Context: an optimization exercise on an open-source flow, tuned for small area, a short achievable clock period and few clock cycles per item. The choices shown serve that exercise and are no tape-out recipe.
Function was checked by simulation only, so behaviour that the tests miss may differ from the original.
Power and IR drop assume default switching activity.

### design/flow/design.v
`default_nettype none
package selt_pkg;
    localparam int unsigned ENTRIES_DEF       = 32;
    localparam int unsigned RESOURCE_BITS_DEF = 12;
    localparam int unsigned ROUTE_BITS_DEF    = 8;
    localparam int unsigned SEC_PER_MIN       = 60;
    localparam logic [2:0] MODE_LOCK       = 3'd0;
    localparam logic [2:0] MODE_UNLOCK     = 3'd1;
    localparam logic [2:0] MODE_UNLOCK_ALL = 3'd2;
    localparam logic [2:0] MODE_TICK       = 3'd3;
    localparam logic [2:0] MODE_QUERY      = 3'd4;
    localparam logic [1:0] KIND_EXCLUSIVE = 2'd0;
    localparam logic [1:0] KIND_SHARED    = 2'd1;
    localparam logic [1:0] KIND_OVERLAP   = 2'd2;
    localparam logic [1:0] KIND_INVALID   = 2'd3;
    localparam logic [1:0] RES_INVALID    = 2'd3;
    localparam logic [2:0] ST_OK        = 3'd0;
    localparam logic [2:0] ST_DISABLED  = 3'd1;
    localparam logic [2:0] ST_BAD_LOCK  = 3'd2;
    localparam logic [2:0] ST_BAD_RES   = 3'd3;
    localparam logic [2:0] ST_CONFLICT  = 3'd4;
    localparam logic [2:0] ST_NOT_FOUND = 3'd5;
    localparam logic [2:0] ST_FULL      = 3'd6;
    localparam logic [1:0] CFG_ENABLED  = 2'd0;
    localparam logic [1:0] CFG_MAX_MIN  = 2'd1;
    localparam logic [1:0] CFG_INTERVAL = 2'd2;
    typedef struct packed {
        logic [2:0]                   mode;
        logic [1:0]                   resource_kind;
        logic [RESOURCE_BITS_DEF-1:0] resource_number;
        logic [ROUTE_BITS_DEF-1:0]    route_number;
        logic [1:0]                   lock_kind;
        logic [15:0]                  timeout_minutes;
    } t_in_item;
    typedef struct packed {
        logic [2:0]  status;
        logic [6:0]  conflict_count;
        logic        is_locked;
        logic [6:0]  live_lock_count;
        logic [31:0] lease_end;
        logic [6:0]  purged_count;
    } t_out_item;
    typedef struct packed {
        logic start;    
        logic scan;     
        logic commit;   
        logic finish;   
    } t_cmd;
    typedef struct packed {
        logic rd_valid;   
        logic last;       
    } t_sts;
endpackage
`default_nettype wire
`default_nettype none
module shared_exclusive_lock_table #(
    parameter int unsigned ENTRIES = selt_pkg::ENTRIES_DEF
) (
    input  wire logic        i_clk,
    input  wire logic        i_rst_n,
    input  wire logic        i_valid,
    output logic             o_stall,
    input  wire logic [42:0] i_data,
    output logic             o_valid,
    input  wire logic        i_stall,
    output logic      [56:0] o_data,
    input  wire logic        i_cfg_valid,
    output logic             o_cfg_ready,
    input  wire logic [1:0]  i_cfg_index,
    input  wire logic [15:0] i_cfg_data
);
    localparam int N  = ENTRIES;
    localparam int AW = $clog2(N);
    localparam logic [2:0] C_NONE  = 3'd0;
    localparam logic [2:0] C_LEASE = 3'd1;
    localparam logic [2:0] C_CONF  = 3'd2;
    localparam logic [2:0] C_LIVE  = 3'd3;
    localparam logic [2:0] C_PURGE = 3'd4;
    logic        r_en;
    logic [15:0] r_maxmin;
    logic [15:0] r_interval;
    logic        r_cfg_rdy;
    logic [N-1:0]       t_v;
    logic [N-1:0][13:0] t_key;    
    logic [N-1:0][7:0]  t_rt;
    logic [N-1:0]       t_sh;     
    logic [N-1:0][31:0] t_exp;
    logic [N-1:0][15:0] t_seq;
    logic [15:0]        r_gcnt;
    logic        r_vld;
    logic [42:0] r_req;
    logic        r_due;
    logic [31:0] r_now;
    logic [31:0] r_now1;
    logic [15:0] r_cd;
    logic        r_stall;
    logic         x_vld, x_lock, x_unl, x_ua, x_tick, x_query, x_slow, x_lockok, x_sh;
    logic [2:0]   x_pst;
    logic [13:0]  x_key;
    logic [7:0]   x_rt;
    logic [N-1:0] x_m;
    logic [31:0]  x_now;
    logic [21:0]  x_prod;
    logic        xo_vld;
    logic [2:0]  xo_st;
    logic [2:0]  xo_cls;
    logic [31:0] xo_pay;
    logic        q0_vld, q1_vld;
    logic [56:0] q0, q1;
    logic [5:0]    eng_k;
    logic          eng_found;
    logic [AW-1:0] eng_best;
    logic [15:0]   eng_age;
    logic adv, pop, push, running;
    assign running = x_vld && x_slow && !eng_k[5];
    assign adv     = !q1_vld && !running;
    assign pop     = q0_vld && !i_stall;
    assign push    = adv && xo_vld;
    logic [2:0]  p_mode;
    logic [13:0] p_key;
    logic [7:0]  p_rt;
    logic [1:0]  p_lk;
    logic [15:0] p_tmo;
    logic p_lock, p_unl, p_ua, p_tick, p_query, p_rk3, p_lk3, p_sh;
    assign p_mode  = r_req[42:40];
    assign p_key   = r_req[39:26];
    assign p_rt    = r_req[25:18];
    assign p_lk    = r_req[17:16];
    assign p_tmo   = r_req[15:0];
    assign p_lock  = p_mode == selt_pkg::MODE_LOCK;
    assign p_unl   = p_mode == selt_pkg::MODE_UNLOCK;
    assign p_ua    = p_mode == selt_pkg::MODE_UNLOCK_ALL;
    assign p_tick  = p_mode == selt_pkg::MODE_TICK;
    assign p_query = p_mode == selt_pkg::MODE_QUERY;
    assign p_rk3   = p_key[13:12] == selt_pkg::RES_INVALID;
    assign p_lk3   = p_lk == selt_pkg::KIND_INVALID;
    assign p_sh    = p_lk == selt_pkg::KIND_SHARED;
    logic [N-1:0] m_tab;
    always_comb begin
        for (int i = 0; i < N; i++) begin
            logic eqk, eqr, le;
            eqk = t_key[i] == p_key;
            eqr = t_rt[i] == p_rt;
            le  = t_exp[i] <= r_now;
            m_tab[i] = (p_lock && eqk && !le && !(t_sh[i] && p_sh))
                    || (p_query && eqk && !le)
                    || (p_unl && !p_rk3 && eqk && eqr)
                    || (p_ua && eqr)
                    || (p_tick && r_due && le);
        end
    end
    logic f_eqk, f_eqr, f_le, p_fix;
    assign f_eqk = x_key == p_key;
    assign f_eqr = x_rt == p_rt;
    assign f_le  = &r_now;
    assign p_fix = (p_lock && f_eqk && !f_le && !(x_sh && p_sh))
                || (p_query && f_eqk && !f_le)
                || (p_unl && !p_rk3 && f_eqk && f_eqr)
                || (p_ua && f_eqr)
                || (p_tick && r_due && f_le);
    logic [N-1:0] p_cand;
    logic p_one, p_two, p_slow;
    assign p_cand = t_v & m_tab;
    always_comb begin
        logic o, t;
        o = 1'b0;
        t = 1'b0;
        for (int i = 0; i < N; i++) begin
            t = t || (o && p_cand[i]);
            o = o || p_cand[i];
        end
        p_one = o;
        p_two = t;
    end
    assign p_slow = p_unl && r_en && (p_two || (p_one && x_vld && x_lockok && p_fix));
    logic [2:0] p_pst;
    always_comb begin
        p_pst = selt_pkg::ST_OK;
        if (p_lock) begin
            if (!r_en) p_pst = selt_pkg::ST_DISABLED;
            else if (p_lk3) p_pst = selt_pkg::ST_BAD_LOCK;
            else if (p_rk3) p_pst = selt_pkg::ST_BAD_RES;
        end else if (p_unl || p_ua || p_tick) begin
            if (!r_en) p_pst = selt_pkg::ST_DISABLED;
        end
    end
    logic [15:0] p_mn, p_mc;
    logic [21:0] p_prod;
    assign p_mn   = (p_tmo < r_maxmin) ? p_tmo : r_maxmin;
    assign p_mc   = (p_mn == 16'd0) ? 16'd1 : p_mn;
    assign p_prod = {p_mc, 6'd0} - {4'd0, p_mc, 2'd0};
    logic [N-1:0] vm, freev, lowf, clr, we;
    logic any, hasfree, grant, complete;
    assign vm      = t_v & x_m;
    assign any     = |vm;
    assign freev   = ~t_v;
    assign hasfree = |freev;
    always_comb begin
        logic seen;
        seen = 1'b0;
        for (int i = 0; i < N; i++) begin
            lowf[i] = freev[i] && !seen;
            seen    = seen || freev[i];
        end
    end
    assign grant    = x_vld && x_lockok && !any && hasfree;
    assign complete = adv && x_vld;
    assign we       = (complete && grant) ? lowf : '0;
    always_comb begin
        clr = '0;
        if (x_vld && r_en && (x_ua || x_tick || (x_unl && !x_slow))) clr = vm;
        if (x_vld && x_unl && x_slow && eng_found) clr[eng_best] = 1'b1;
    end
    logic [32:0] x_sum;
    logic [31:0] x_lease;
    assign x_sum   = {1'b0, x_now} + {11'd0, x_prod};
    assign x_lease = x_sum[32] ? 32'hFFFF_FFFF : x_sum[31:0];
    logic [2:0] x_st, x_cls;
    always_comb begin
        x_st  = x_pst;
        x_cls = C_NONE;
        if (x_lock) begin
            if (x_pst == selt_pkg::ST_OK) begin
                if (any) begin
                    x_st  = selt_pkg::ST_CONFLICT;
                    x_cls = C_CONF;
                end else if (!hasfree) begin
                    x_st = selt_pkg::ST_FULL;
                end else begin
                    x_cls = C_LEASE;
                end
            end
        end else if (x_unl) begin
            if (x_pst == selt_pkg::ST_OK && !(x_slow ? eng_found : any)) x_st = selt_pkg::ST_NOT_FOUND;
        end else if (x_ua || x_tick) begin
            if (x_pst == selt_pkg::ST_OK) x_cls = C_PURGE;
        end else if (x_query) begin
            x_cls = C_LIVE;
        end
    end
    logic [AW-1:0] eng_i;
    logic          eng_c;
    logic [15:0]   eng_cur_age;
    assign eng_i       = eng_k[AW-1:0];
    assign eng_c       = t_v[eng_i] && x_m[eng_i];
    assign eng_cur_age = r_gcnt - t_seq[eng_i];
    logic [5:0]  pc;
    logic [56:0] res;
    always_comb begin
        pc = '0;
        for (int i = 0; i < 32; i++) pc = pc + 6'(xo_pay[i]);
    end
    assign res = {xo_st,
                  (xo_cls == C_CONF) ? {1'b0, pc} : 7'd0,
                  (xo_cls == C_LIVE) && (|xo_pay),
                  (xo_cls == C_LIVE) ? {1'b0, pc} : 7'd0,
                  (xo_cls == C_LEASE) ? xo_pay : 32'd0,
                  (xo_cls == C_PURGE) ? {1'b0, pc} : 7'd0};
    logic r_vld_n, q1_vld_n, x_vld_n, x_slow_n, run_n, adv_n;
    logic [5:0] eng_k_n;
    assign r_vld_n  = r_stall ? 1'b1 : i_valid;
    assign q1_vld_n = q1_vld ? !pop : (push && q0_vld && !pop);
    assign x_vld_n  = adv ? r_vld : x_vld;
    assign x_slow_n = adv ? p_slow : x_slow;
    assign eng_k_n  = adv ? 6'd0 : (running ? eng_k + 6'd1 : eng_k);
    assign run_n    = x_vld_n && x_slow_n && !eng_k_n[5];
    assign adv_n    = !q1_vld_n && !run_n;
    logic acc_tick;
    assign acc_tick = !r_stall && i_valid && (i_data[42:40] == selt_pkg::MODE_TICK);
    always_ff @(posedge i_clk) begin
        if (!i_rst_n) begin
            r_en       <= 1'b0;
            r_maxmin   <= 16'd1440;
            r_interval <= 16'd30;
            r_cfg_rdy  <= 1'b0;
            t_v        <= '0;
            r_gcnt     <= '0;
            r_vld      <= 1'b0;
            r_now      <= '0;
            r_now1     <= 32'd1;
            r_cd       <= '0;
            r_stall    <= 1'b0;
            x_vld      <= 1'b0;
            x_slow     <= 1'b0;
            xo_vld     <= 1'b0;
            q0_vld     <= 1'b0;
            q1_vld     <= 1'b0;
            eng_k      <= '0;
            eng_found  <= 1'b0;
        end else begin
            r_cfg_rdy <= !(r_vld || x_vld || xo_vld || q0_vld || q1_vld);
            if (i_cfg_valid && r_cfg_rdy) begin
                case (i_cfg_index)
                    selt_pkg::CFG_ENABLED:  r_en       <= i_cfg_data[0];
                    selt_pkg::CFG_MAX_MIN:  r_maxmin   <= i_cfg_data;
                    selt_pkg::CFG_INTERVAL: r_interval <= i_cfg_data;
                    default: ;
                endcase
            end
            r_stall <= r_vld_n && !adv_n;
            if (!r_stall) r_vld <= i_valid;
            if (acc_tick) begin
                r_now  <= r_now1;
                r_now1 <= r_now1 + 32'd1;
                r_cd   <= (r_cd <= 16'd1) ? r_interval : r_cd - 16'd1;
            end
            if (adv) begin
                x_vld  <= r_vld;
                x_slow <= p_slow;
            end
            if (complete) begin
                t_v <= (t_v & ~clr) | we;
                if (grant) r_gcnt <= r_gcnt + 16'd1;
            end
            eng_k <= eng_k_n;
            if (adv) begin
                eng_found <= 1'b0;
            end else if (running && eng_c && (!eng_found || eng_cur_age < eng_age)) begin
                eng_found <= 1'b1;
            end
            if (adv) xo_vld <= x_vld;
            if (pop || !q0_vld) q0_vld <= q1_vld || push;
            if (q1_vld) begin
                if (pop) q1_vld <= 1'b0;
            end else if (push && q0_vld && !pop) begin
                q1_vld <= 1'b1;
            end
        end
    end
    always_ff @(posedge i_clk) begin
        if (!r_stall) begin
            r_req <= i_data;
            r_due <= (i_data[42:40] == selt_pkg::MODE_TICK) && (r_cd <= 16'd1);
        end
        if (adv) begin
            x_lock   <= p_lock;
            x_unl    <= p_unl;
            x_ua     <= p_ua;
            x_tick   <= p_tick;
            x_query  <= p_query;
            x_lockok <= p_lock && r_en && !p_lk3 && !p_rk3;
            x_sh     <= p_sh;
            x_pst    <= p_pst;
            x_key    <= p_key;
            x_rt     <= p_rt;
            x_now    <= r_now;
            x_prod   <= p_prod;
            for (int i = 0; i < N; i++) x_m[i] <= we[i] ? p_fix : m_tab[i];
            xo_st  <= x_st;
            xo_cls <= x_cls;
            xo_pay <= (x_cls == C_LEASE) ? x_lease : vm;
        end
        for (int i = 0; i < N; i++) begin
            if (we[i]) begin
                t_key[i] <= x_key;
                t_rt[i]  <= x_rt;
                t_sh[i]  <= x_sh;
                t_exp[i] <= x_lease;
                t_seq[i] <= r_gcnt;
            end
        end
        if (!adv && running && eng_c && (!eng_found || eng_cur_age < eng_age)) begin
            eng_best <= eng_i;
            eng_age  <= eng_cur_age;
        end
        if (pop || !q0_vld) q0 <= q1_vld ? q1 : res;
        if (!q1_vld && push && q0_vld && !pop) q1 <= res;
    end
    assign o_stall     = r_stall;
    assign o_valid     = q0_vld;
    assign o_data      = q0;
    assign o_cfg_ready = r_cfg_rdy;
endmodule
`default_nettype wire
### design/flow/constraint.sdc
create_clock -name core_clock -period 10.0 [get_ports {i_clk}]
set_input_delay 2.0000 -clock core_clock [delete_from_list [all_inputs] [get_ports {i_clk}]]
set_output_delay 2.0000 -clock core_clock [all_outputs]
set_load 0.01 [all_outputs]
### design/flow/run.sh
#!/bin/bash
# synth_recipe.tcl (not shown) runs the flow's synth.tcl, then flattens the netlist and writes it again
# the make line also repeats each setting of config.mk as NAME=value (left out here)
make -C /OpenROAD-flow-scripts/flow DESIGN_CONFIG=/design/flow/config.mk WORK_HOME=/design/flow/orfs CLKGATE_MAP_FILE= SYNTH_SCRIPT=/design/flow/synth_recipe.tcl finish
### design/flow/config.mk
export PLATFORM = sky130hd
export DESIGN_NAME = shared_exclusive_lock_table
export DESIGN_NICKNAME = shared_exclusive_lock_table
export VERILOG_FILES = /design/flow/design.v
export SDC_FILE = /design/flow/constraint.sdc
export NUM_CORES = 4
export LEC_CHECK = 0
export CAP_MARGIN = 20
export CORE_MARGIN = 2
export CORE_UTILIZATION = 30
export SLEW_MARGIN = 20
export SYNTH_MEMORY_MAX_BITS = 8192
==> metrics.md, run 1 <==
| Metric | Value |
|---|---|
| Post-DP HPWL | `about 250 mm` |
| CP endpoint | `eng_age[12]` |
| RSZ-0062 raised after global routing | `false` |
| # setup viols final | `0` |
| Routed length per instance | `26.4 µm` |
| Outcome | `finished clean` |
| Clk pwr share | `43.7%` |
| Reg2Reg Setup Slack | `around 3100 ps` |
| Postcts setup bufs | `0` |
| Crit-path cells | `buf_4 -> mux4_2 -> mux4_2 -> mux2i_1 -> ha_1 -> a21o_1 -> a21o_1 -> a21oi_1 -> o21ai_0 -> a21oi_1 -> o21ai_0 -> a21oi_1 -> o21bai_1 -> a31oi_1 -> xnor2_1 -> ha_1 -> a2111oi_0 -> o21ai_0 -> a221o_1 -> a31oi_2 -> buf_4` |
| LEAKAGE | `roughly 50 nW` |
| Hold Fails Final Rpt | `0` |
| Critical Path Start | `eng_k[0]` |
| Ys flop type | `edfxtp_1` |
| Fin crit share | `approximately 70%` |
| Crit path required time | `about 11000 ps` |
| Share of layout cells above drive strength 1 | `10.9%` |
| Comb power frac | `under 10%` |
| Final WL | `just over 400 mm` |
| DIE AREA | `~440000 µm²` |
| Remaining antenna violation count | `0` |
| Final slew viol count | `0` |
| Worst path max stage delay | `880 ps` |
| Worst vdd ir | `0.126 mV` |
| Final #Nets | `~11000` |
| Num CTS Buffers | `300` |
| Total GRT Usage | `between 10% and 20%` |
| I/O Buffers | `roughly 120` |
| Clock latency (worst-skew pair) | `960 ps` |
| Total of max-cap violations | `0` |
| Vias in the first global route | `78600` |
| CTS clk-pin slew, worst paths | `60 ps` |
| Clock Path Buffers | `4` |
| Number of antenna violations at the first check in global routing | `22` |
| # rows | `around 240` |
| Max_slew headroom | `between 15 and 20%` |
| CTS tree | `done` |
| Sequential area share after synthesis | `between 60 and 70%` |
| Avg Inst Size Synth | `roughly 15 µm²` |
| Async set or reset register ratio after synthesis | `0%` |
| Crit Path Class | `register to register` |
| Largest net degree at the start of global routing | `76` |
| H-tree Lvls | `5` |
| Min Tclk post-route | `between 6000 and 7000 ps` |
| Starting Density | `a little under a third` |
| Clk sink count | `about 2800` |
| Register share of total power | `between 50% and 60%` |
| Critical path startpoint category | `register` |
| CP arrival | `between 7000 and 8000 ps` |
| Clk_skew | `approximately 110 ps` |
| CTS resizes | `0` |
| Yosys Warn Count | `1` |
| Chip height | `661 µm` |
| Max FO, Critical Path | `~40` |
| Slew @ Worst Pin | `between 1000 and 1500 ps` |
| Crit end category | `register` |
| Area growth from synthesis to layout | `15.1%` |
| Peak Freq | `between 0.1 and 0.15 GHz` |
| Area of the core | `430000 µm²` |
| # IOs | `about 130` |
| Setup slack at placement | `about 3000 ps` |
| EDFF count, synth | `between 2000 and 3000` |
| Sw frac | `a little under a quarter` |
| FF+latch count, synth | `roughly 2800` |
| Netlist cell types | `94` |
| Global-route wire length before repair | `~570 mm` |
| Reg2reg end | `eng_age[12]` |
| Syn Std Cell Area | `130000 µm²` |
| DIE WIDTH | `approximately 660 µm` |
| GRT overflow | `0` |
| Via count | `about 80000` |
| Initial drt markers | `about 9500` |
| PD cells | `roughly 170 nW/µm²` |
| Global placement routability congestion | `roughly 0.93` |
| WHS | `roughly 460 ps` |
| Post-Syn Instances | `between 8000 and 9000` |
| Residual DRC count | `0` |
| Root Buffer | `clkbuf_16` |
| Pre-antenna DRT Iters | `6` |
| Vias per cell | `roughly 5.3` |
| CP max stage cell | `dfxtp_4` |
| Hold buffers post-CTS | `0` |
| Setup slack after layout | `about 3100 ps` |
| Pwr Total | `~26 mW` |
| Crit Reg-Reg Startpoint | `eng_k[0]` |
| Worst Reg-to-Reg Cells | `21` |
| P_sw | `5.90 mW` |
| Internal power | `19.7 mW` |
| Worst hold-check path type | `register to register` |
==> power groups by stage <==
stage               Combinational, mW  Sequential (mW)  Clock (mW)
floorplan                       0.604             13.2           0
global placement                 1.40             13.2           0
detailed placement               1.41             13.2           0
CTS                              1.41             13.0        11.4
global route                     1.49             13.0        11.8
finish                           1.43             13.0        11.2
==> registers in the layout, summed over array words and instances (netlist names), 8 cells and up <==
| name | count |
|---|---|
| t_exp | 1024 |
| t_seq | 512 |
| t_key | 448 |
| t_rt | 256 |
| q0 | 54 |
| q1 | 54 |
| r_req | 43 |
| r_now1 | 32 |
| r_now | 32 |
| t_sh | 32 |
| t_v | 32 |
| x_m | 32 |
| x_now | 32 |
| xo_pay | 32 |
| x_prod | 20 |
| eng_age | 16 |
| r_cd | 16 |
| r_gcnt | 16 |
| r_interval | 16 |
| r_maxmin | 16 |
| x_key | 14 |
| x_rt | 8 |
==> cell usage after synthesis (41+ instances only) <==
master / n / area, µm²
nor4_1: 177 / 1110
o211ai_1: 53 / 398
ha_1: 1118 / 14000
and3_1: 47 / 294
mux2i_1: 49 / 490
dfxtp_1: 176 / 3520
xnor2_1: 321 / 2810
nand3_1: 187 / 936
a21oi_1: 444 / 2220
buf_2: 86 / 430
mux4_2: 169 / 3810
o21a_1: 102 / 766
a21o_1: 88 / 661
and2_1: 109 / 682
nor2b_1: 41 / 257
o21ai_0: 276 / 1380
clkbuf_1: 125 / 469
a21boi_0: 87 / 653
edfxtp_1: 2598 / 78000
inv_1: 260 / 976
nor2_1: 311 / 1170
nor3_1: 113 / 566
xor2_1: 503 / 4410
nand2_1: 485 / 1820
mux2_2: 47 / 529
nand4_1: 300 / 1880
a211oi_1: 82 / 616
==> through the flow <==
step / instances / TNS, ps / utilization [%] / area [µm²]
3_5_place_dp: 14800 / 0 / 32.4 / 139000
5_1_grt: 15300 / 0 / 34.6 / 149000
2_1_floorplan: 8914 / -135 / - / 130000
6_report: 15300 / 0 / 34.6 / 149000
4_1_cts: 15300 / 0 / 34.6 / 149000
3_3_place_gp: 14800 / 0 / 32.3 / 139000
==> logic make-up (layout without fill, tap and decap cells) <==
group	Yosys count	in the layout	share of synthesized area (%)
compound gates	1446	1446	7.17
simple gates	1964	1964	7.84
other cells	1	12	0.00290
xor+xnor	824	824	5.57
mux	265	265	3.73
flops	2774	2774	63.0
fa+ha+maj	1144	1144	11.2
buf+inv	494	1169	1.52
==> worst min-delay path by stage <==
| stage | start | to | slack [ps] | depth (start not counted) |
|---|---|---|---|---|
| final | xo_st[2] | q1[56] | 460 | 0 |
| after global placement | xo_st[2] | q1[56] | 440 | 0 |
| after CTS | xo_st[2] | q1[56] | 460 | 0 |
| after detailed placement | xo_st[2] | q1[56] | 450 | 0 |
| after floorplan | eng_k[2] | eng_best[2] | 410 | 0 |
| after global routing | xo_st[2] | q1[56] | 470 | 0 |
==> placed cells by master (no fill, tap or decap), drive strengths merged, types with 169 or more instances in the layout <==
cell | netlist | final
nand2 | 485 | 485
xor2 | 503 | 503
dfxtp | 176 | 176
nor2 | 311 | 311
xnor2 | 321 | 321
a21oi | 444 | 444
nand4 | 301 | 301
nand3 | 188 | 188
clkbuf | 125 | 373
inv | 261 | 267
mux4 | 169 | 169
nor4 | 178 | 178
ha | 1118 | 1118
o21ai | 280 | 280
edfxtp | 2598 | 2598
buf | 107 | 248
==> final cells by class <==
cell class | count | area [µm²]
multi-input cells | 5646 | 46500
well taps | 5710 | 7140
flip-flops and latches | 2774 | 81600
clock buffers | 373 | 8030
inverters | 262 | 993
repair buffers | 369 | 3140
clock inverters | 165 | 1690
fillers | 41200 | 281000
diodes | 9 | 22.5
==> worst max-delay path: cells and delay by family (launching register included) <==
family                     cells  cell delay (ps)
AOI/OAI and AO/OA             13             2790
muxes                          3             1410
DFF                            1              880
buffers and inverters          2              790
adders and majority gates      2              530
xor gates and xnor gates       1              140
==> layer usage <==
layer	routed length, µm	share of wire (%)	track usage [%]
met5	27	0.0067	0
met4	15100	3.8	6.34
met3	33600	8.3	2.90
met2	180000	45	28.1
met1	175000	43	25.2
Testbench counts, summed over its fixed seeds: cycles 3,264, items 3,200.
==> run 2: changes to the inputs <==
--- a/design/flow/design.v
+++ b/design/flow/design.v
@@ -87,2 +87,3 @@
     logic [N-1:0][31:0] t_exp;
+    logic [N-1:0]       t_dead;   
     logic [N-1:0][15:0] t_seq;
@@ -114,3 +115,3 @@
     logic adv, pop, push, running;
-    assign running = x_vld && x_slow && !eng_k[5];
+    assign running = x_vld && x_slow && !(eng_k == 6'd34);
     assign adv     = !q1_vld && !running;
@@ -143,3 +144,3 @@
             eqr = t_rt[i] == p_rt;
-            le  = t_exp[i] <= r_now;
+            le  = t_dead[i];
             m_tab[i] = (p_lock && eqk && !le && !(t_sh[i] && p_sh))
@@ -241,7 +242,8 @@
     logic [AW-1:0] eng_i;
-    logic          eng_c;
-    logic [15:0]   eng_cur_age;
-    assign eng_i       = eng_k[AW-1:0];
-    assign eng_c       = t_v[eng_i] && x_m[eng_i];
-    assign eng_cur_age = r_gcnt - t_seq[eng_i];
+    assign eng_i = eng_k[AW-1:0];
+    logic          e1_vld, e1_c, e2_vld, e2_c;
+    logic [AW-1:0] e1_i, e2_i;
+    logic [15:0]   e1_seq, e2_age;
+    logic          e2_take;
+    assign e2_take = e2_vld && e2_c && (!eng_found || e2_age < eng_age);
     logic [5:0]  pc;
@@ -265,3 +267,3 @@
     assign eng_k_n  = adv ? 6'd0 : (running ? eng_k + 6'd1 : eng_k);
-    assign run_n    = x_vld_n && x_slow_n && !eng_k_n[5];
+    assign run_n    = x_vld_n && x_slow_n && !(eng_k_n == 6'd34);
     assign adv_n    = !q1_vld_n && !run_n;
@@ -289,2 +291,4 @@
             eng_found  <= 1'b0;
+            e1_vld     <= 1'b0;
+            e2_vld     <= 1'b0;
         end else begin
@@ -317,4 +321,8 @@
                 eng_found <= 1'b0;
-            end else if (running && eng_c && (!eng_found || eng_cur_age < eng_age)) begin
-                eng_found <= 1'b1;
+                e1_vld    <= 1'b0;
+                e2_vld    <= 1'b0;
+            end else begin
+                e1_vld <= running && !eng_k[5];
+                e2_vld <= e1_vld;
+                if (e2_take) eng_found <= 1'b1;
             end
@@ -353,2 +361,4 @@
         for (int i = 0; i < N; i++) begin
+            if (we[i]) t_dead[i] <= acc_tick ? (&r_now1) : (&r_now);
+            else if (acc_tick) t_dead[i] <= !(r_now1 == 32'd0) && (t_dead[i] || t_exp[i] == r_now1);
             if (we[i]) begin
@@ -361,5 +371,11 @@
         end
-        if (!adv && running && eng_c && (!eng_found || eng_cur_age < eng_age)) begin
-            eng_best <= eng_i;
-            eng_age  <= eng_cur_age;
+        e1_i   <= eng_i;
+        e1_c   <= t_v[eng_i] && x_m[eng_i];
+        e1_seq <= t_seq[eng_i];
+        e2_i   <= e1_i;
+        e2_c   <= e1_c;
+        e2_age <= r_gcnt - e1_seq;
+        if (e2_take) begin
+            eng_best <= e2_i;
+            eng_age  <= e2_age;
         end
--- a/design/flow/config.mk
+++ b/design/flow/config.mk
@@ -7,5 +7,7 @@
 export LEC_CHECK = 0
+export ABC_CLOCK_PERIOD_IN_PS = 4000
 export CAP_MARGIN = 20
 export CORE_MARGIN = 2
-export CORE_UTILIZATION = 30
+export CORE_UTILIZATION = 50
+export SETUP_SLACK_MARGIN = 5
 export SLEW_MARGIN = 20
==> run 2 against run 1 <==
Fmax rose by 35%. Critical path depth fell by 4. Clock skew fell by 45 ps. Total power rose by 0.30%. Wire length fell by 6.5%. Non-clock buffer count fell by 6.
==> metrics.md, run 2 <==
| Metric | Value |
|---|---|
| Outcome | `finished clean` |
| Sw frac | `about 23%` |
| Num CTS Buffers | `roughly 320` |
| LEAKAGE | `between 40 and 50 nW` |
| Ys flop type | `edfxtp_1` |
| Setup TNS | `0 ps` |
| FF+latch count, synth | `2852` |
| Final WL | `roughly 380 mm` |
| Clk sink count | `2852` |
| CTS tree | `done` |
| Yosys Warn Count | `1` |
| Final #Nets | `8443` |
| Residual DRC count | `0` |
| Routed length per instance | `between 30 and 40 µm` |
| Combined flip-flop and latch cell area | `approximately 84000 µm²` |
| Synth area leaders | `edfxtp_1 65%, xnor2_1 9.9%, dfxtp_1 3.7%, xor2_1 3.4%, mux4_2 3.0%` |
| Max_slew headroom | `roughly a fifth` |
| Final slew viol count | `0` |
| Max FO, Critical Path | `6` |
| Hold Fails Final Rpt | `0` |
| DIE WIDTH | `between 400 and 500 µm` |
| Non-Filler Instances | `11700` |
| # IOs | `126` |
| Largest Register | `t_exp` |
| Clock latency (worst-skew pair) | `between 900 and 1000 ps` |
| # setup viols final | `0` |
| Pre-antenna DRT Iters | `8` |
| H-tree Lvls | `5` |
| Sequential area share after synthesis | `~69%` |
| Post-DP HPWL | `between 200 and 250 mm` |
| Remaining antenna violation count | `0` |
| Post-synth top area cell | `edfxtp_1` |
| Fin crit share | `about half` |
| FILL cells | `roughly 19000` |
| Internal power | `around 20 mW` |
| Register share of total power | `51.7%` |
| Worst vdd ir | `between 0.2 and 0.25 mV` |
| Min Tclk post-route | `5120 ps` |
| RSZ-0062 raised after global routing | `true` |
| Syn Std Cell Area | `between 100000 and 150000 µm²` |
| Crit end category | `register` |
| Most used routing layer | `met2` |
| Hold wc startpoint | `e1_i[4]` |
| # rows | `between 150 and 200` |
| Clk_skew | `between 60 and 70 ps` |
| Area of the core | `~240000 µm²` |
| Number of antenna violations at the first check in global routing | `39` |
| Total GRT Usage | `approximately 30%` |
| Avg Inst Size Synth | `around 15 µm²` |
| P_sw | `5.85 mW` |
| Area share of the largest cell type after synthesis | `65.0%` |
| I/O Buffers | `~120` |
| Comb power frac | `~5.7%` |
| Peak Freq | `between 0.15 and 0.2 GHz` |
| Max FFs per register | `roughly 1000` |
| Post-Syn Instances | `between 7000 and 8000` |
| Vias in the first global route | `approximately 67000` |
| Most instantiated cells after synthesis | `2630 x edfxtp_1, 1367 x xnor2_1, 475 x xor2_1, 402 x nand2_1, 389 x nand4_1` |
| Critical path startpoint category | `register` |
| Global placement routability congestion | `about 0.90` |
| Starting Density | `roughly 50%` |
| Root Buffer | `clkbuf_16` |
| DIE AREA | `247000 µm²` |
| Via count | `71600` |
| Global-route wire length before repair | `around 520 mm` |
| WHS | `324 ps` |
| CTS clk-pin slew, worst paths | `~60 ps` |
| Worst hold-check path type | `register to register` |
| Share of layout cells above drive strength 1 | `13.1%` |
| Initial drt markers | `around 10000` |
| Area growth from synthesis to layout | `12.9%` |
| Biggest regs | `t_exp (1024), t_seq (512), t_key (448)` |
| Clk pwr share | `between 40% and 50%` |
| Largest net degree at the start of global routing | `approximately 110` |
| Critical Path Start | `xo_pay[17]` |
| Netlist cell types | `104` |
| Commonest non-fill, non-tap cell in the layout | `edfxtp_1` |
| Chip height | `just under 500 µm` |
| Clock Path Buffers | `4` |
| Commonest non-fill, non-tap cells in the layout | `2630 x edfxtp_1, 1366 x xnor2_1, 473 x xor2_1, 393 x nand2_1, 389 x nand4_1` |
| Crit path required time | `10640 ps` |
| Multi-input gate area | `roughly 36000 µm²` |
| Met2 usage | `roughly 47%` |
| Routing usage on met1 | `a little over two fifths` |
| GRT overflow | `0` |
| Slew @ Worst Pin | `1170 ps` |
| CP arrival | `approximately 5800 ps` |
| PD cells | `between 150 and 200 nW/µm²` |
| Count leader, synth | `edfxtp_1` |
| Async set or reset register ratio after synthesis | `0%` |
| Crit Path Class | `register to register` |
| Crit Reg-Reg Startpoint | `xo_pay[17]` |
| Vias per cell | `6.14` |
| GR Util met3 | `under 10%` |
| EDFF count, synth | `2630` |
| Placed cell count | `~11000` |
| Total of max-cap violations | `0` |
==> run 2: cell count changes in the layout (fill, tap and decap cells not counted), moves of 60 or more <==
cell / before / now
o21ai_0: 273 / 174
inv_1: 211 / 141
nand3_1: 186 / 61
nor2_1: 298 / 238
a211oi_1: 81 / 21
nand4_1: 300 / 389
a21boi_0: 86 / 6
xnor2_1: 321 / 1366
a21oi_1: 440 / 230
nand2_1: 480 / 393
o21a_1: 102 / 12
ha_1: 1118 / 94
==> run 2: what timing repair did <==
| action | CTS | global route |
|---|---|---|
| pin swaps | 17 | 13 |
| buffers inserted | 12 | 14 |
| hold buffers | 0 | 0 |
| cloned | 4 | 1 |
| endpoints found under the setup margin | 1651 | 718 |
| gates resized for setup | 30 | 44 |
==> run 2: worst paths after layout <==
check	slack (ps)	end	depth (start not counted)
max reg2reg	4880	q0[43]	17
min reg2reg	320	e2_i[4]	0
min	320	e2_i[4]	0
max	4880	q0[43]	17
==> run 2: logic make-up (layout without fill, tap and decap cells) <==
| group | Yosys count | in the layout | share of synthesized area, % |
|---|---|---|---|
| flip-flops | 2852 | 2852 | 68.7 |
| XOR/XNOR | 1842 | 1842 | 13.3 |
| AND/OR/NAND/NOR | 1619 | 1621 | 7.01 |
| AO/OA/AOI/OAI | 676 | 678 | 3.45 |
| buffers and inverters | 565 | 1079 | 2.12 |
| multiplexers | 266 | 266 | 3.96 |
| adder cells (fa/ha/maj) | 127 | 127 | 1.46 |
| other | 1 | 14 | 0.00309 |
==> run 2: cell type report <==
cell class	instances	area share, %
Sequential cell	2852	60.9
Multi-Input combinational cell	4537	26.3
Clock buffer	386	6.09
Tap cell	3185	2.91
Timing Repair Buffer	363	2.33
Clock inverter	148	0.859
Inverter	181	0.551
Antenna cell	11	0.0201
Timing Repair inverter	1	0.0119
==> run 2: through the flow <==
stage                     power [mW]  setup slack [ps]  instance area (µm²)  utilization (%)
final                           25.7              4880               137000             56.9
after global routing            26.3              4690               137000             56.9
after CTS                       25.8              4770               137000             56.7
after detailed placement        14.9              3600               127000             52.7
after global placement          14.9              3630               127000             52.7
after floorplan                 14.1              4220               122000                -
==> run 2: per-layer routing <==
metal	share of wire, %	vias to the layer above
met5	0.014	-
met4	4.4	6
met3	8.9	743
met2	45	3764
met1	42	37000
li1	-	30100
==> run 2: power by group through the flow <==
| stage | Combinational, mW | Clock (mW) | Sequential (mW) |
|---|---|---|---|
| 2_1_floorplan | 0.620 | 0 | 13.5 |
| 5_1_grt | 1.51 | 11.5 | 13.3 |
| 6_report | 1.46 | 11.0 | 13.3 |
| 3_5_place_dp | 1.41 | 0 | 13.5 |
| 4_1_cts | 1.43 | 11.1 | 13.3 |
| 3_3_place_gp | 1.40 | 0 | 13.5 |
==> run 2: critical path, cell delays in order, from the launching register on <==
cell and delay [ps]:
edfxtp_1 430, fa_1 550, inv_1 50, fa_1 470, inv_1 50, fa_1 470, inv_1 50, fa_1 500
fa_1 440, fa_1 530, inv_2 50, ha_4 150, fa_2 360, a21o_1 200, a21oi_2 170, xor2_2 160
buf_6 140, o31ai_1 60
Testbench counts of run 2, summed over its fixed seeds: cycles 3,266, items 3,200.
==> run 3: changes to the inputs <==
--- a/design/flow/design.v
+++ b/design/flow/design.v
@@ -92,6 +92,6 @@
     logic [42:0] r_req;
-    logic        r_due;
-    logic [31:0] r_now;
-    logic [31:0] r_now1;
-    logic [15:0] r_cd;
+    logic        r_due;     
+    logic [31:0] r_now;     
+    logic [31:0] r_now1;    
+    logic [15:0] r_cd;      
     logic        r_stall;
@@ -102,8 +102,3 @@
     logic [N-1:0] x_m;
-    logic [31:0]  x_now;
-    logic [21:0]  x_prod;
-    logic        xo_vld;
-    logic [2:0]  xo_st;
-    logic [2:0]  xo_cls;
-    logic [31:0] xo_pay;
+    logic [31:0]  x_lease;
     logic        q0_vld, q1_vld;
@@ -118,3 +113,3 @@
     assign pop     = q0_vld && !i_stall;
-    assign push    = adv && xo_vld;
+    assign push    = adv && x_vld;
     logic [2:0]  p_mode;
@@ -138,2 +133,10 @@
     assign p_sh    = p_lk == selt_pkg::KIND_SHARED;
+    logic [N-1:0] p_dead1, p_ucand;
+    assign r_due = p_tick && (r_cd <= 16'd1);
+    always_comb begin
+        for (int i = 0; i < N; i++) begin
+            p_dead1[i] = !(r_now1 == 32'd0) && (t_dead[i] || t_exp[i] == r_now1);
+            p_ucand[i] = p_unl && !p_rk3 && t_key[i] == p_key && t_rt[i] == p_rt;
+        end
+    end
     logic [N-1:0] m_tab;
@@ -144,3 +147,3 @@
             eqr = t_rt[i] == p_rt;
-            le  = t_dead[i];
+            le  = p_tick ? p_dead1[i] : t_dead[i];
             m_tab[i] = (p_lock && eqk && !le && !(t_sh[i] && p_sh))
@@ -155,3 +158,3 @@
     assign f_eqr = x_rt == p_rt;
-    assign f_le  = &r_now;
+    assign f_le  = p_tick ? (&r_now1) : (&r_now);
     assign p_fix = (p_lock && f_eqk && !f_le && !(x_sh && p_sh))
@@ -163,3 +166,3 @@
     logic p_one, p_two, p_slow;
-    assign p_cand = t_v & m_tab;
+    assign p_cand = t_v & p_ucand;
     always_comb begin
@@ -192,2 +195,6 @@
     assign p_prod = {p_mc, 6'd0} - {4'd0, p_mc, 2'd0};
+    logic [32:0] p_sum;
+    logic [31:0] p_lease;
+    assign p_sum   = {1'b0, r_now} + {11'd0, p_prod};
+    assign p_lease = p_sum[32] ? 32'hFFFF_FFFF : p_sum[31:0];
     logic [N-1:0] vm, freev, lowf, clr, we;
@@ -214,6 +221,2 @@
     end
-    logic [32:0] x_sum;
-    logic [31:0] x_lease;
-    assign x_sum   = {1'b0, x_now} + {11'd0, x_prod};
-    assign x_lease = x_sum[32] ? 32'hFFFF_FFFF : x_sum[31:0];
     logic [2:0] x_st, x_cls;
@@ -252,10 +255,10 @@
         pc = '0;
-        for (int i = 0; i < 32; i++) pc = pc + 6'(xo_pay[i]);
+        for (int i = 0; i < 32; i++) pc = pc + 6'(vm[i]);
     end
-    assign res = {xo_st,
-                  (xo_cls == C_CONF) ? {1'b0, pc} : 7'd0,
-                  (xo_cls == C_LIVE) && (|xo_pay),
-                  (xo_cls == C_LIVE) ? {1'b0, pc} : 7'd0,
-                  (xo_cls == C_LEASE) ? xo_pay : 32'd0,
-                  (xo_cls == C_PURGE) ? {1'b0, pc} : 7'd0};
+    assign res = {x_st,
+                  (x_cls == C_CONF) ? {1'b0, pc} : 7'd0,
+                  (x_cls == C_LIVE) && any,
+                  (x_cls == C_LIVE) ? {1'b0, pc} : 7'd0,
+                  (x_cls == C_LEASE) ? x_lease : 32'd0,
+                  (x_cls == C_PURGE) ? {1'b0, pc} : 7'd0};
     logic r_vld_n, q1_vld_n, x_vld_n, x_slow_n, run_n, adv_n;
@@ -269,4 +272,5 @@
     assign adv_n    = !q1_vld_n && !run_n;
-    logic acc_tick;
-    assign acc_tick = !r_stall && i_valid && (i_data[42:40] == selt_pkg::MODE_TICK);
+    logic r_go, r_go_tick;
+    assign r_go      = adv && r_vld;
+    assign r_go_tick = r_go && p_tick;
     always_ff @(posedge i_clk) begin
@@ -286,3 +290,2 @@
             x_slow     <= 1'b0;
-            xo_vld     <= 1'b0;
             q0_vld     <= 1'b0;
@@ -294,3 +297,3 @@
         end else begin
-            r_cfg_rdy <= !(r_vld || x_vld || xo_vld || q0_vld || q1_vld);
+            r_cfg_rdy <= !(r_vld || x_vld || q0_vld || q1_vld);
             if (i_cfg_valid && r_cfg_rdy) begin
@@ -305,3 +308,3 @@
             if (!r_stall) r_vld <= i_valid;
-            if (acc_tick) begin
+            if (r_go_tick) begin
                 r_now  <= r_now1;
@@ -328,3 +331,2 @@
             end
-            if (adv) xo_vld <= x_vld;
             if (pop || !q0_vld) q0_vld <= q1_vld || push;
@@ -340,3 +342,2 @@
             r_req <= i_data;
-            r_due <= (i_data[42:40] == selt_pkg::MODE_TICK) && (r_cd <= 16'd1);
         end
@@ -353,12 +354,8 @@
             x_rt     <= p_rt;
-            x_now    <= r_now;
-            x_prod   <= p_prod;
+            x_lease  <= p_lease;
             for (int i = 0; i < N; i++) x_m[i] <= we[i] ? p_fix : m_tab[i];
-            xo_st  <= x_st;
-            xo_cls <= x_cls;
-            xo_pay <= (x_cls == C_LEASE) ? x_lease : vm;
         end
         for (int i = 0; i < N; i++) begin
-            if (we[i]) t_dead[i] <= acc_tick ? (&r_now1) : (&r_now);
-            else if (acc_tick) t_dead[i] <= !(r_now1 == 32'd0) && (t_dead[i] || t_exp[i] == r_now1);
+            if (we[i]) t_dead[i] <= r_go_tick ? (&r_now1) : (&r_now);
+            else if (r_go_tick) t_dead[i] <= p_dead1[i];
             if (we[i]) begin
--- a/design/flow/config.mk
+++ b/design/flow/config.mk
@@ -7,6 +7,7 @@
 export LEC_CHECK = 0
-export ABC_CLOCK_PERIOD_IN_PS = 4000
 export CAP_MARGIN = 20
 export CORE_MARGIN = 2
-export CORE_UTILIZATION = 50
+export CORE_UTILIZATION = 60
+export CTS_BUF_LIST = sky130_fd_sc_hd__clkbuf_8
+export CTS_CLUSTER_SIZE = 20
 export SETUP_SLACK_MARGIN = 5
==> run 3 against run 2 <==
Highest routed layer unchanged. Synthesized area down 1.4%. Clock skew up 34 ps. Critical path depth is 12 higher. Fmax down 14%. Sequential share of layout area increased by 0.11 points. Setup slack lost 820 ps. Clock power shrank 15%. Total power down 6.8%. Still clean on timing, DRC and antenna. Count of clock-buffer cells in the layout rose by 116.
==> metrics.md, run 3 <==
| Metric | Value |
|---|---|
| H-tree Lvls | `5` |
| Max FO, Critical Path | `5` |
| Clock latency (worst-skew pair) | `between 1000 and 1500 ps` |
| PD cells | `approximately 180 nW/µm²` |
| Worst Hold Path EP | `e2_i[2]` |
| EDFF count, synth | `2571` |
| Placed cell count | `around 10000` |
| Crit Path Class | `register to register` |
| Crit end category | `register` |
| Met2 usage | `56.8%` |
| Critical Path Most Common Cell | `o21ai_2` |
| Area growth from synthesis to layout | `11.8%` |
| Initial drt markers | `roughly 8600` |
| Area share of the largest cell type after synthesis | `64.5%` |
| LEAKAGE | `~45 nW` |
| Most used routing layer | `met2` |
| Number of antenna violations at the first check in global routing | `14` |
| Setup TNS | `0 ps` |
| Pre-antenna DRT Iters | `6` |
| CTS tree | `done` |
| Routing usage on met1 | `roughly 47%` |
| Worst hold-check path type | `register to register` |
| Hold wc startpoint | `e1_i[2]` |
| Global-route wire length before repair | `503 mm` |
| Hold path depth | `0` |
| Via count | `around 71000` |
| WP buf/inv | `1` |
| DIE AREA | `203000 µm²` |
| Global placement routability congestion | `~0.9` |
| Routed length per instance | `~31 µm` |
| Register share of total power | `between 50 and 60%` |
| Worst path max stage delay | `between 400 and 500 ps` |
| Async set or reset register ratio after synthesis | `0%` |
| Synth area leaders | `edfxtp_1 64%, xnor2_1 9.8%, xor2_1 3.7%, dfxtp_1 3.7%, mux4_2 3.2%` |
| Sequential area share after synthesis | `roughly 70%` |
| Residual DRC count | `0` |
| FILL cells | `around 14000` |
| Ys flop type | `edfxtp_1` |
| Remaining antenna violation count | `0` |
| Delay-heaviest family, CP | `compound AO/OA/AOI/OAI gates` |
| Root Buffer | `clkbuf_8` |
| I/O Buffers | `~120` |
| Crit Reg-Reg Startpoint | `r_req[10]` |
| Total of max-cap violations | `0` |
| CTS clk-pin slew, worst paths | `about 60 ps` |
| Peak Freq | `0.168 GHz` |
| Total GRT Usage | `a little over a third` |
| Fin crit share | `59.4%` |
| Clk pwr share | `38.9%` |
| Syn Std Cell Area | `approximately 120000 µm²` |
| Reg2reg end | `x_lease[31]` |
| Share of layout cells above drive strength 1 | `15.4%` |
| Most instantiated cells after synthesis | `2571 x edfxtp_1, 1337 x xnor2_1, 508 x xor2_1, 424 x nand2_1, 369 x nand4_1` |
| P_sw | `around 5.7 mW` |
| WHS | `324 ps` |
| Clock Path Buffers | `4` |
| Biggest regs | `t_exp (1024), t_seq (512), t_key (448)` |
| Yosys Warn Count | `1` |
| Area of the core | `roughly 200000 µm²` |
| Reg2Reg Setup Slack | `4060 ps` |
| Post-DP HPWL | `just under 200 mm` |
| # setup viols final | `0` |
| FF+latch count, synth | `2792` |
| Non-Filler Instances | `between 10000 and 15000` |
| Min Tclk post-route | `between 5000 and 6000 ps` |
| Largest Register | `t_exp` |
| Chip height | `about 450 µm` |
| Num CTS Buffers | `roughly 460` |
| GR Util met3 | `6.90%` |
| Avg Inst Size Synth | `between 15 and 20 µm²` |
| Starting Density | `60.5%` |
| Sw frac | `24.0%` |
| Vias per cell | `between 6 and 7` |
| # IOs | `between 100 and 150` |
| Final slew viol count | `0` |
| Vias in the first global route | `about 70000` |
| Crit path required time | `~11000 ps` |
| Post-Syn Instances | `approximately 7900` |
| # rows | `163` |
| Clk_skew | `roughly 97 ps` |
| Worst Reg-to-Reg Cells | `29` |
| CP max stage cell | `o41ai_2` |
| Netlist cell types | `between 90 and 100` |
| Max FFs per register | `1024` |
| Internal power | `~18 mW` |
| Hold buffers post-CTS | `0` |
| Largest net degree at the start of global routing | `~100` |
| Hold Fails Final Rpt | `0` |
| Outcome | `finished clean` |
| Final WL | `between 300 and 400 mm` |
| Count leader, synth | `edfxtp_1` |
| Final #Nets | `approximately 8500` |
| DIE WIDTH | `about 450 µm` |
| Commonest non-fill, non-tap cells in the layout | `2571 x edfxtp_1, 1337 x xnor2_1, 505 x xor2_1, 502 x clkbuf_8, 413 x nand2_1` |
| Commonest non-fill, non-tap cell in the layout | `edfxtp_1` |
| Worst vdd ir | `roughly 0.17 mV` |
| Critical path startpoint category | `register` |
| Clk sink count | `2792` |
| CP arrival | `between 6000 and 7000 ps` |
| Post-synth top area cell | `edfxtp_1` |
| Slew @ Worst Pin | `between 1000 and 1500 ps` |
| GRT overflow | `0` |
| Comb power frac | `under 10%` |
| RSZ-0062 raised after global routing | `true` |
| Max_slew headroom | `between 20% and 30%` |
[run 3: cell types whose count changed after synthesis, moves of 38 or more]
| cell | previous run | this run |
|---|---|---|
| a21oi_1 | 235 | 191 |
| inv_1 | 177 | 139 |
| o21ai_0 | 175 | 114 |
| edfxtp_1 | 2630 | 2571 |
| nor2_1 | 249 | 288 |
[run 3: worst max-delay path by stage]
stage                   start           to  depth (start not counted)  slack, ps
CTS                  r_req[9]  x_lease[31]                         27       4060
floorplan            r_req[7]  x_lease[31]                         30       4090
finish              r_req[10]  x_lease[31]                         29       4060
global placement     r_req[7]  x_lease[31]                         28       2150
global route        r_req[10]  x_lease[31]                         29       3720
detailed placement   r_req[7]  x_lease[31]                         28       2090
[run 3: logic make-up after synthesis]
logic type / Yosys count / synth area share (%)
other: 1 / 0.00313
adders and majority gates: 124 / 1.46
and+or+nand+nor: 1658 / 7.13
xor gates and xnor gates: 1845 / 13.5
DFF: 2792 / 68.2
buffers and inverters: 540 / 2.28
muxes: 270 / 4.09
AOI/OAI and AO/OA: 629 / 3.39
[run 3: repair_timing]
action / CTS / global route
pin swaps: 61 / 42
buffers inserted: 33 / 11
resized for setup: 95 / 51
gates cloned: 3 / 1
endpoints found under the setup margin: 477 / 237
[run 3: through the flow]
stage / setup slack (ps) / utilization, % / cell area (µm²) / total power [mW]
floorplan: 4090 / - / 120000 / 14.0
global placement: 2150 / 62.9 / 124000 / 14.8
detailed placement: 2090 / 62.9 / 124000 / 14.8
CTS: 4060 / 67.5 / 134000 / 24.0
global route: 3720 / 67.7 / 134000 / 24.6
finish: 4060 / 67.7 / 134000 / 23.9
[run 3: power by group through the flow]
stage | combinational, mW | sequential (mW) | clock [mW]
5_1_grt | 1.58 | 13.1 | 9.95
3_5_place_dp | 1.47 | 13.3 | 0
6_report | 1.54 | 13.1 | 9.32
4_1_cts | 1.50 | 13.1 | 9.42
2_1_floorplan | 0.539 | 13.4 | 0
3_3_place_gp | 1.46 | 13.3 | 0
[run 3: metal layers]
metal / part of all wire [%] / vias up
met4: 4.2 / 6
met3: 9.4 / 807
met1: 39 / 36400
met2: 48 / 3706
li1: - / 30100
met5: 0.011 / -
[run 3: layout make-up]
cell class	count	area, µm²	share of cell area (%)
Inverter	141	566	0.422
Timing Repair Buffer	398	3410	2.54
Clock buffer	502	6910	5.16
Multi-Input combinational cell	4533	36500	27.2
Sequential cell	2792	81700	61.0
Clock inverter	321	1560	1.16
Tap cell	2640	3300	2.47
Antenna cell	5	12.5	0.00934
Testbench counts of run 3, summed over its fixed seeds: cycles 3,258, items 3,200.
==> run 4: changes to the inputs <==
--- a/design/flow/design.v
+++ b/design/flow/design.v
@@ -102,3 +102,7 @@
     logic [N-1:0] x_m;
-    logic [31:0]  x_lease;
+    logic [21:0]  x_prod;
+    logic        xo_vld;
+    logic [2:0]  xo_st;
+    logic [2:0]  xo_cls;
+    logic [31:0] xo_pay;     
     logic        q0_vld, q1_vld;
@@ -110,6 +114,6 @@
     logic adv, pop, push, running;
-    assign running = x_vld && x_slow && !(eng_k == 6'd34);
+    assign running = x_vld && x_slow && !(eng_k == 6'd33);
     assign adv     = !q1_vld && !running;
     assign pop     = q0_vld && !i_stall;
-    assign push    = adv && x_vld;
+    assign push    = adv && xo_vld;
     logic [2:0]  p_mode;
@@ -195,6 +199,2 @@
     assign p_prod = {p_mc, 6'd0} - {4'd0, p_mc, 2'd0};
-    logic [32:0] p_sum;
-    logic [31:0] p_lease;
-    assign p_sum   = {1'b0, r_now} + {11'd0, p_prod};
-    assign p_lease = p_sum[32] ? 32'hFFFF_FFFF : p_sum[31:0];
     logic [N-1:0] vm, freev, lowf, clr, we;
@@ -246,7 +246,25 @@
     assign eng_i = eng_k[AW-1:0];
-    logic          e1_vld, e1_c, e2_vld, e2_c;
-    logic [AW-1:0] e1_i, e2_i;
-    logic [15:0]   e1_seq, e2_age;
+    logic          e1_vld, e1_c;
+    logic [AW-1:0] e1_i;
+    logic [15:0]   e1_seq, e1_age;
     logic          e2_take;
-    assign e2_take = e2_vld && e2_c && (!eng_found || e2_age < eng_age);
+    assign e1_age  = r_gcnt - e1_seq;
+    assign e2_take = e1_vld && e1_c && (!eng_found || e1_age < eng_age);
+    logic [32:0] x_sum;
+    logic [31:0] x_lease;
+    assign x_sum   = {1'b0, r_now} + {11'd0, x_prod};
+    assign x_lease = x_sum[32] ? 32'hFFFF_FFFF : x_sum[31:0];
+    function automatic logic [3:0] pc8(input logic [7:0] b);
+        logic [1:0] a0, a1, a2, a3;
+        logic [2:0] c0, c1;
+        a0 = {1'b0, b[0]} + {1'b0, b[1]};
+        a1 = {1'b0, b[2]} + {1'b0, b[3]};
+        a2 = {1'b0, b[4]} + {1'b0, b[5]};
+        a3 = {1'b0, b[6]} + {1'b0, b[7]};
+        c0 = {1'b0, a0} + {1'b0, a1};
+        c1 = {1'b0, a2} + {1'b0, a3};
+        pc8 = {1'b0, c0} + {1'b0, c1};
+    endfunction
+    logic [15:0] x_pcs;
+    assign x_pcs = {pc8(vm[31:24]), pc8(vm[23:16]), pc8(vm[15:8]), pc8(vm[7:0])};
     logic [5:0]  pc;
@@ -254,11 +272,10 @@
     always_comb begin
-        pc = '0;
-        for (int i = 0; i < 32; i++) pc = pc + 6'(vm[i]);
+        pc = ({2'd0, xo_pay[3:0]} + {2'd0, xo_pay[7:4]}) + ({2'd0, xo_pay[11:8]} + {2'd0, xo_pay[15:12]});
     end
-    assign res = {x_st,
-                  (x_cls == C_CONF) ? {1'b0, pc} : 7'd0,
-                  (x_cls == C_LIVE) && any,
-                  (x_cls == C_LIVE) ? {1'b0, pc} : 7'd0,
-                  (x_cls == C_LEASE) ? x_lease : 32'd0,
-                  (x_cls == C_PURGE) ? {1'b0, pc} : 7'd0};
+    assign res = {xo_st,
+                  (xo_cls == C_CONF) ? {1'b0, pc} : 7'd0,
+                  (xo_cls == C_LIVE) && (|xo_pay[15:0]),
+                  (xo_cls == C_LIVE) ? {1'b0, pc} : 7'd0,
+                  (xo_cls == C_LEASE) ? xo_pay : 32'd0,
+                  (xo_cls == C_PURGE) ? {1'b0, pc} : 7'd0};
     logic r_vld_n, q1_vld_n, x_vld_n, x_slow_n, run_n, adv_n;
@@ -270,3 +287,3 @@
     assign eng_k_n  = adv ? 6'd0 : (running ? eng_k + 6'd1 : eng_k);
-    assign run_n    = x_vld_n && x_slow_n && !(eng_k_n == 6'd34);
+    assign run_n    = x_vld_n && x_slow_n && !(eng_k_n == 6'd33);
     assign adv_n    = !q1_vld_n && !run_n;
@@ -290,2 +307,3 @@
             x_slow     <= 1'b0;
+            xo_vld     <= 1'b0;
             q0_vld     <= 1'b0;
@@ -295,5 +313,4 @@
             e1_vld     <= 1'b0;
-            e2_vld     <= 1'b0;
         end else begin
-            r_cfg_rdy <= !(r_vld || x_vld || q0_vld || q1_vld);
+            r_cfg_rdy <= !(r_vld || x_vld || xo_vld || q0_vld || q1_vld);
             if (i_cfg_valid && r_cfg_rdy) begin
@@ -321,2 +338,3 @@
             end
+            if (adv) xo_vld <= x_vld;
             eng_k <= eng_k_n;
@@ -325,6 +343,4 @@
                 e1_vld    <= 1'b0;
-                e2_vld    <= 1'b0;
             end else begin
                 e1_vld <= running && !eng_k[5];
-                e2_vld <= e1_vld;
                 if (e2_take) eng_found <= 1'b1;
@@ -354,3 +370,6 @@
             x_rt     <= p_rt;
-            x_lease  <= p_lease;
+            x_prod   <= p_prod;
+            xo_st    <= x_st;
+            xo_cls   <= x_cls;
+            xo_pay   <= (x_cls == C_LEASE) ? x_lease : {16'd0, x_pcs};
             for (int i = 0; i < N; i++) x_m[i] <= we[i] ? p_fix : m_tab[i];
@@ -371,8 +390,5 @@
         e1_seq <= t_seq[eng_i];
-        e2_i   <= e1_i;
-        e2_c   <= e1_c;
-        e2_age <= r_gcnt - e1_seq;
         if (e2_take) begin
-            eng_best <= e2_i;
-            eng_age  <= e2_age;
+            eng_best <= e1_i;
+            eng_age  <= e1_age;
         end
==> design/flow/flow/run.sh (new file) <==
#!/bin/bash
set -euo pipefail
bash standard.sh SETUP_SLACK_MARGIN=6.3 finish > standard_flow.log 2>&1
==> design/flow/standard.sh (new file) <==
#!/bin/bash
# synth_recipe.tcl (not shown) runs the flow's synth.tcl, then flattens the netlist and writes it again
# the make line also repeats each setting of config.mk as NAME=value (left out here)
make -C /OpenROAD-flow-scripts/flow DESIGN_CONFIG=/design/flow/config.mk WORK_HOME=/design/flow/orfs CLKGATE_MAP_FILE= SYNTH_SCRIPT=/design/flow/synth_recipe.tcl "${@:-finish}"
--- a/design/flow/config.mk
+++ b/design/flow/config.mk
@@ -9,5 +9,3 @@
 export CORE_MARGIN = 2
-export CORE_UTILIZATION = 60
-export CTS_BUF_LIST = sky130_fd_sc_hd__clkbuf_8
-export CTS_CLUSTER_SIZE = 20
+export CORE_UTILIZATION = 55
 export SETUP_SLACK_MARGIN = 5
removed: design/flow/run.sh
==> run 4 against run 3 <==
Setup slack better by 2100 ps. Sequential share of layout area down 2.0 points. Fmax grew 53%. Global-route usage decreased by 0.63 points. Count of clock-buffer cells in the layout down 100. Synthesized cell count increased by 0.85%.
==> metrics.md, run 4 <==
| Metric | Value |
|---|---|
| Global placement routability congestion | `0.962` |
| Hold path depth | `0` |
| Critical Path Start | `r_req[5]` |
| Crit end category | `register` |
| Outcome | `finished clean` |
| Clk_skew | `a little over 70 ps` |
| Remaining antenna violation count | `0` |
| Syn Std Cell Area | `~120000 µm²` |
| Critical path startpoint category | `register` |
| Total of max-cap violations | `0` |
| Max_slew headroom | `20.5%` |
| CP max stage cell | `edfxtp_1` |
| Final slew viol count | `0` |
| Area of the core | `roughly 220000 µm²` |
| DIE AREA | `approximately 220000 µm²` |
| Worst Hold Path EP | `eng_best[3]` |
| Clk pwr share | `42.9%` |
| Clk sink count | `2796` |
| Vias per cell | `about 6.3` |
| Worst Reg-to-Reg Cells | `20` |
| Count leader, synth | `edfxtp_1` |
| Clock Path Buffers | `4` |
| Worst vdd ir | `around 0.20 mV` |
| Min Tclk post-route | `around 3900 ps` |
| Post-DP HPWL | `about 210 mm` |
| Core Util, Final | `between 60% and 70%` |
| Routed length per instance | `between 30 and 40 µm` |
| Starting Density | `55.3%` |
| Largest Register | `t_exp` |
| EDFF count, synth | `roughly 2600` |
| CTS tree | `done` |
| CTS clk-pin slew, worst paths | `60 ps` |
| Post-synth top area cell | `edfxtp_1` |
| Most instantiated cells after synthesis | `2597 x edfxtp_1, 1356 x xnor2_1, 481 x xor2_1, 428 x nand2_1, 388 x nand4_1` |
| DIE WIDTH | `around 470 µm` |
| Largest net degree at the start of global routing | `106` |
| Max FO, Critical Path | `6` |
| Sw frac | `between 20 and 25%` |
| Crit Path Class | `register to register` |
| Worst path max stage delay | `around 420 ps` |
| Crit-path cells | `ha_4 -> a2111oi_4 -> nand2_1 -> a21oi_2 -> o41ai_4 -> buf_4 -> nor2_4 -> buf_6 -> nor2_4 -> a21oi_4 -> ha_4 -> a21o_1 -> a21oi_4 -> o21ai_2 -> a21oi_2 -> nor2_1 -> a21oi_2 -> o311a_4 -> o211ai_2 -> xor2_1` |
| Chip height | `471 µm` |
| Comb power frac | `about 6.3%` |
| Async set or reset register ratio after synthesis | `0%` |
| Fin crit share | `between 30% and 40%` |
| Netlist cell types | `a little under 100` |
| # rows | `approximately 170` |
| Total GRT Usage | `between 30% and 40%` |
| Biggest regs | `t_exp (1024), t_seq (512), t_key (448)` |
| I/O Buffers | `122` |
| Ys flop type | `edfxtp_1` |
| H-tree Lvls | `5` |
| Setup TNS | `0 ps` |
| Setup slack after layout | `about 6000 ps` |
| LEAKAGE | `between 40 and 50 nW` |
| Reg2Reg Setup Slack | `about 6100 ps` |
| Internal power | `19.9 mW` |
| Area growth from synthesis to layout | `15.8%` |
| Number of antenna violations at the first check in global routing | `31` |
| Sequential area share after synthesis | `roughly two thirds` |
| Hold wc startpoint | `e1_i[3]` |
| Slew @ Worst Pin | `between 1000 and 1500 ps` |
| Setup slack at placement | `a little under 5000 ps` |
| Initial drt markers | `8924` |
| # IOs | `126` |
| Hold buffers post-CTS | `0` |
| Hold Fails Final Rpt | `0` |
| Critical Path Most Common Cell | `a21oi_2` |
| Peak Freq | `about 0.26 GHz` |
| GRT overflow | `0` |
| CP arrival | `between 4000 and 5000 ps` |
| Reg2reg end | `x_prod[21]` |
| Final #Nets | `~8600` |
| Register share of total power | `50.8%` |
| Crit Reg-Reg Startpoint | `r_req[5]` |
| Yosys Warn Count | `1` |
| PD cells | `roughly 180 nW/µm²` |
| Share of layout cells above drive strength 1 | `between 10% and 20%` |
| Final WL | `~380 mm` |
| Clock latency (worst-skew pair) | `970 ps` |
| Area share of the largest cell type after synthesis | `64.9%` |
| Root Buffer | `clkbuf_16` |
| # setup viols final | `0` |
| Commonest non-fill, non-tap cells in the layout | `2597 x edfxtp_1, 1353 x xnor2_1, 481 x xor2_1, 401 x nand2_1, 388 x nand4_1` |
| Residual DRC count | `0` |
| RSZ-0062 raised after global routing | `true` |
| Max FFs per register | `about 1000` |
| Pre-antenna DRT Iters | `6` |
| FF+latch count, synth | `2796` |
| Commonest non-fill, non-tap cell in the layout | `edfxtp_1` |
| Crit path required time | `roughly 11000 ps` |
| Worst hold-check path type | `register to register` |
| Num CTS Buffers | `306` |
| Global-route wire length before repair | `approximately 530 mm` |
| Avg Inst Size Synth | `about 15 µm²` |
| Post-Syn Instances | `7926` |
| Via count | `~72000` |
| P_sw | `5.78 mW` |
| Synth area leaders | `edfxtp_1 65%, xnor2_1 9.9%, xor2_1 3.5%, dfxtp_1 3.3%, mux4_2 3.2%` |
| Vias in the first global route | `about 70000` |
-- run 4: cell count changes after synthesis, moves of 21 or more --
cell      previous run  this run
edfxtp_1          2571      2597
nor3_1              82        57
a21oi_1            191       244
buf_2               25        77
clkbuf_1           183       209
buf_6               34         4
nor2_1             288       245
xor2_1             508       481
dfxtp_1            221       199
o21ai_0            114       135
-- run 4: worst max-delay path by stage --
| stage | cells past startpoint | endpoint | slack (ps) |
|---|---|---|---|
| final | 20 | x_prod[21] | 6120 |
| after global routing | 17 | x_prod[18] | 5920 |
| after CTS | 19 | x_prod[19] | 6090 |
| after detailed placement | 10 | t_seq[417] | 4870 |
| after global placement | 10 | t_seq[417] | 4980 |
| after floorplan | 12 | t_exp[384] | 5080 |
-- run 4: cells by family after synthesis --
logic type	count (synthesis)	share of synthesized area [%]
AOI/OAI and AO/OA	672	3.50
xor gates and xnor gates	1837	13.4
adders and majority gates	137	1.59
buffers and inverters	543	1.86
DFF	2796	68.2
muxes	280	4.18
other	1	0.00312
and+or+nand+nor	1660	7.25
-- run 4: metal layers --
metal,track usage [%],wire [µm]
met5,0,36
met4,12.8,17000
met2,54.1,178000
met3,6.44,34800
met1,47.7,155000
-- run 4: power by group through the flow --
stage	clock network (mW)	registers [mW]	logic, mW
6_report	11.0	13.0	1.63
5_1_grt	11.6	13.0	1.66
3_5_place_dp	0	13.3	1.40
2_1_floorplan	0	13.3	0.605
3_3_place_gp	0	13.3	1.40
4_1_cts	11.1	13.0	1.52
-- run 4: timing repair --
action	CTS	global route
cloned	22	2
endpoints found under the setup margin	3166	1240
resized for setup	319	149
pin swaps	63	71
setup buffers	105	55
-- run 4: through the flow --
stage	instance area, µm²	power (mW)	hold WS [ps]	std cells
detailed placement	126000	14.7	389	10800
finish	139000	25.7	404	11500
CTS	138000	25.7	404	11400
global placement	126000	14.7	389	10700
floorplan	121000	13.9	351	7928
global route	139000	26.3	407	11500
-- run 4: cell type report --
class / count / area, µm²
multi-input cells: 4602 / 37700
diodes: 12 / 30.0
repair inverters: 1 / 7.51
clock inverters: 124 / 1270
well taps: 2854 / 3570
repair buffers: 530 / 5410
clock buffers: 402 / 8290
fillers: 15700 / 78100
inverters: 153 / 649
flip-flops and latches: 2796 / 82100
-- run 4: worst max-delay path, delay by kind of cell, from the launching register on --
kind	cells	cell delay, ps
AOI/OAI and AO/OA	11	1850
adders and majority gates	2	490
DFF	1	420
and+or+nand+nor	4	400
buffers and inverters	2	310
xor gates and xnor gates	1	150
Testbench counts of run 4, summed over its fixed seeds: cycles 3,265, items 3,200.

[what the ideal ports hide]
How much do the figures lean on ideal ports? The routed layouts below were timed once more, with nothing changed but the port constraints. Step 1 sets driving cells, clkbuf_16 on the clock port and buf_2 on the other inputs (assumed; they add their load-dependent delay and slew). Step 2 moves the port delays by t, midway between the first and last clock arrival at a register: inputs arrive t later, outputs are due t later. That takes back most of the time a late clock gives input paths. Three values: ideal, step 1, step 2; two values: the first two.
| run | shift t [ns] | slack for setup (ns) | clock arrival spread, ns | worst slew at a driven data input, ns |
|---|---|---|---|---|
| run 1 | 1.018 | 3.112 / 3.112 / 3.112 | 0.113 / 0.114 | 0.04 |
| run 2 | 1.023 | 4.882 / 4.882 / 4.242 | 0.072 / 0.071 | 0.15 |
| run 3 | 1.192 | 4.060 / 4.060 / 4.060 | 0.102 / 0.101 | 0.07 |
| run 4 | 1.023 | 6.124 / 6.124 / 5.560 | 0.073 / 0.072 | 0.05 |
After both steps every run listed still meets setup and hold. The setup slack of run 2, which loses most, moves by 0.000 ns with the drivers and by -0.640 ns with both steps.
